From an optimization exercise on the open Yosys and OpenROAD flow, aimed at small area, a short achievable clock period and few clock cycles per item; shortcuts taken in it are not production practice.
Where RTL was checked, it was by simulation tests only, not by an equivalence proof against the original.
No activity file was given, so power comes from the tool's default toggle rates.

==> flow/design.v (excerpt) <==
module mips_multicycle #(
    parameter logic [31:0] RESET_PC = 32'h0000_0000,
    parameter int unsigned ADDR_W   = 32,
    parameter int unsigned CNT_W    = 32
) (
    input  logic              clk,
    input  logic              rst,
    output logic              mem_req,
    output logic              mem_we,
    output logic [ADDR_W-1:0] mem_addr,
    output logic [31:0]       mem_wdata,
    input  logic [31:0]       mem_rdata,
    input  logic              mem_ready,
    output logic              halt,
    output logic [CNT_W-1:0]  instr_count
);
Size in the first run: ~5,300 cells after synthesis, ~1,300 flip-flops, roughly 65,000 sq um of cells after synthesis.
==> flow/config.mk <==
export PLATFORM = sky130hd
export DESIGN_NAME = mips_multicycle
export DESIGN_NICKNAME = mips_multicycle
export VERILOG_FILES = /design/flow/design.v
export SDC_FILE = /design/flow/constraint.sdc
export NUM_CORES = 4
export LEC_CHECK = 0
export CAP_MARGIN = 20
export CORE_MARGIN = 2
export CORE_UTILIZATION = 45
export CTS_CLUSTER_DIAMETER = 70
export CTS_CLUSTER_SIZE = 20
export PLACE_DENSITY = 0.55
export SETUP_SLACK_MARGIN = 2.8
export SLEW_MARGIN = 20
==> flow/constraint.sdc <==
create_clock -name core_clock -period 6.0 [get_ports {clk}]
set_input_delay 1.2000 -clock core_clock [delete_from_list [all_inputs] [get_ports {clk}]]
set_output_delay 1.2000 -clock core_clock [all_outputs]
set_load 0.01 [all_outputs]
run.sh (not shown) runs the stock make flow with config.mk's settings and CLKGATE_MAP_FILE= SYNTH_SCRIPT=/design/flow/synth_recipe.tcl, a recipe that flattens the netlist after the stock synthesis.
The baseline completed with no timing, DRC or antenna violations.
Testbench counts at the start, summed over its fixed seeds: cycles 81,651, instrs 60,900.
Edit:
- CORE_UTILIZATION: 45 -> 40
- PLACE_DENSITY: 0.55 -> 0.5
After rerunning: The new run finished clean; clock power rose by about 3%; total power rose by 1.1%; non-clock buffer count rose by 39; register-to-register slack got worse by 60 ps; clock skew rose by 26 ps; worst setup slack got worse by 54 ps.
Edit:
- CORE_UTILIZATION: 40 -> 50
- PLACE_DENSITY: 0.5 -> 0.6
Effect: Sequential power is about the same. Design area went down by 2.8%. Worst setup slack is worse by 38 ps. Die area went down by 20%. Synthesized area is unchanged. Clock power went down by 12%.
Edit:
- CORE_UTILIZATION: 50 -> 40
- PLACE_DENSITY: 0.6 -> 0.5
- SETUP_SLACK_MARGIN: 2.8 -> 2.4
Effect: Sequential share of layout area is higher by 1.5 points; non-clock buffer count came out lower by 202; final cell count went up by a few percent; total power goes up by a few percent; via count goes down by a few percent.

---

Setup of run a:
Another version of the RTL of mips_multicycle (not shown whole).
For scale: roughly 5500 cells after synthesis, about 130 I/O pins, about 67000 um2 of cells after synthesis.
export LEC_CHECK = 0
export CAP_MARGIN = 20
export CORE_MARGIN = 2
export CORE_UTILIZATION = 40
export SETUP_SLACK_MARGIN = 2.8
export SLEW_MARGIN = 20
create_clock -name core_clock -period 6.0 [get_ports {clk}]
Input-level comparison between run b and run a:
- SETUP_SLACK_MARGIN removed (was 2.8)
## What came out
Compared run a against run b; final-layout worst hold slack within noise.
Relative to run a, global-route wire length before repair has gone down in run b.
Between run a and run b, number of buffers created by CTS is higher for run a, run b comes in under that.
Reported for run a and run b, post-synthesis instance area turned out identical to the last digit.
Diff run a -> run b | post-cts gate resize count | decrease of 511
Combinational share of power down 3.7 points in run b wrt run a
In run b relative to run a, post-route met1 wirelength had gone down by a few percent.
No run of this note included a check of the RTL's function; only the layout flow was run.

---

== JK ==
RTL: one of the versions met above, not the one the previous note started from.
Size in the first run: ~5,300 cells after synthesis, roughly 1,300 flip-flops, ~130 I/O pins.
export LEC_CHECK = 0
export CAP_MARGIN = 20
export CORE_MARGIN = 2
export CORE_UTILIZATION = 40
export CTS_CLUSTER_DIAMETER = 70
export CTS_CLUSTER_SIZE = 20
export PLACE_DENSITY = 0.5
export SETUP_SLACK_MARGIN = 3.3
export SLEW_MARGIN = 20
create_clock -name core_clock -period 6.0 [get_ports {clk}]
Testbench counts of JK, summed over its fixed seeds: cycles 81,651, instrs 60,900.
What MS does differently from JK at the input level:
- changing CORE_UTILIZATION from 40 to 50
- changing PLACE_DENSITY from 0.5 to 0.65
- changing SETUP_SLACK_MARGIN from 3.3 to 2.7
## What came out
Taking JK as the reference point, the cell count of the worst reg-to-reg path of MS falls by 1. The final critical-path required period in MS was lower than what JK gave. Across both runs, peak fanout along the critical path was lower for MS than for JK. MS vs. JK: final hold slack down 0.013 ns, clock latency of the later-clocked register in the worst-skew pair up 0.02 ns, setup slack up 0.070 ns, global-route track usage on met1 up 5.2 points, total power consumption of the routed design down about 5.3%.
#### Input delta (AL over MS)
- PLACE_DENSITY: 0.65 -> 0.55
- SETUP_SLACK_MARGIN: 2.7 -> 2.5
- CORE_UTILIZATION: 50 -> 45
==> comparison <==
AL ended with less insertion delay of the later-clocked pin in the worst-skew pair than MS. Relative to MS, critical path depth decreased by 2 in AL. Sort MS and AL by detailed-route via count, ascending, and AL comes first. Taking MS as the reference point, the register-to-register slack of AL falls by 0.05 ns. Taking MS as the reference point, the relative contribution of the clock network to total power of AL rises by 1.5 points. AL vs. MS: cell count went up by 82. Period utilization, MS and AL: lower on MS. Re synthesis-to-layout area growth: AL is 2.0 points down on MS. AL against MS: global-route usage decreased by 3.8 points relative to the old numbers, via count of the first global-routing pass shows a reduction of 1,567, worst stage delay on the critical path went down by 0.04 ns.
The inputs of TR differ from those of AL as listed below.
- CORE_UTILIZATION changed from 45 to 40
- SETUP_SLACK_MARGIN changed from 2.5 to 2.8
- PLACE_DENSITY changed from 0.55 to 0.5
- CTS_CLUSTER_DIAMETER removed (was 70)
- CTS_CLUSTER_SIZE removed (was 20)
Notes after the runs:
Of TR and AL, the higher non-clock buffer count belongs to TR.
Going from AL to TR, wire length per cell after detailed routing now sits lower; design area went up about 8%; routed wire length saw an increase; global routing usage summed across all routing layers moved down; final hold slack essentially unchanged.
Diff TR and AL: number of global-route vias before repair higher in TR

## separate check: timing with driven ports
The flow's constraints put no driver on any port. The routed layouts listed below were extracted and timed again, unchanged, in two steps. Step 1 assumes that a clkbuf_16 drives the clock port and a buf_2 every other input. Step 2 also shifts input and output timing later by t, the mid clock arrival at the registers, as if the neighbouring blocks saw the same clock. a / b / c = no drivers / after step 1 / after step 2; a / b = the first two.
| run | t, ns | setup WS [ns] | worst setup path after step 2 | clock arrival spread, ns |
|---|---|---|---|---|
| the first run of note 1 | 0.826 | 2.565 / 2.484 / 1.912 | input to register | 0.046 / 0.047 |
| the second run of note 1 | 0.856 | 2.511 / 2.434 / 1.888 | input to register | 0.075 / 0.074 |
| the third run of note 1 | 0.814 | 2.473 / 2.473 / 1.927 | input to register | 0.045 / 0.046 |
| the fourth run of note 1 | 0.834 | 2.266 / 2.266 / 1.553 | input to register | 0.060 / 0.060 |
| run a | 0.899 | 2.067 / 2.067 / 1.738 | input to register | 0.048 / 0.049 |
| run b | 0.904 | 0.879 / 0.879 / 0.269 | input to register | 0.054 / 0.054 |
| JK | 0.843 | 2.377 / 2.357 / 1.950 | input to register | 0.048 / 0.048 |
| MS | 0.847 | 2.447 / 2.384 / 1.794 | input to register | 0.061 / 0.061 |
| AL | 0.829 | 2.395 / 2.389 / 1.652 | input to register | 0.081 / 0.081 |
| TR | 0.911 | 2.474 / 2.393 / 1.808 | input to register | 0.041 / 0.041 |
After both steps every run listed still meets setup and hold. The setup slack of AL, which loses most, moves by -0.006 ns with the drivers and by -0.743 ns with both steps.
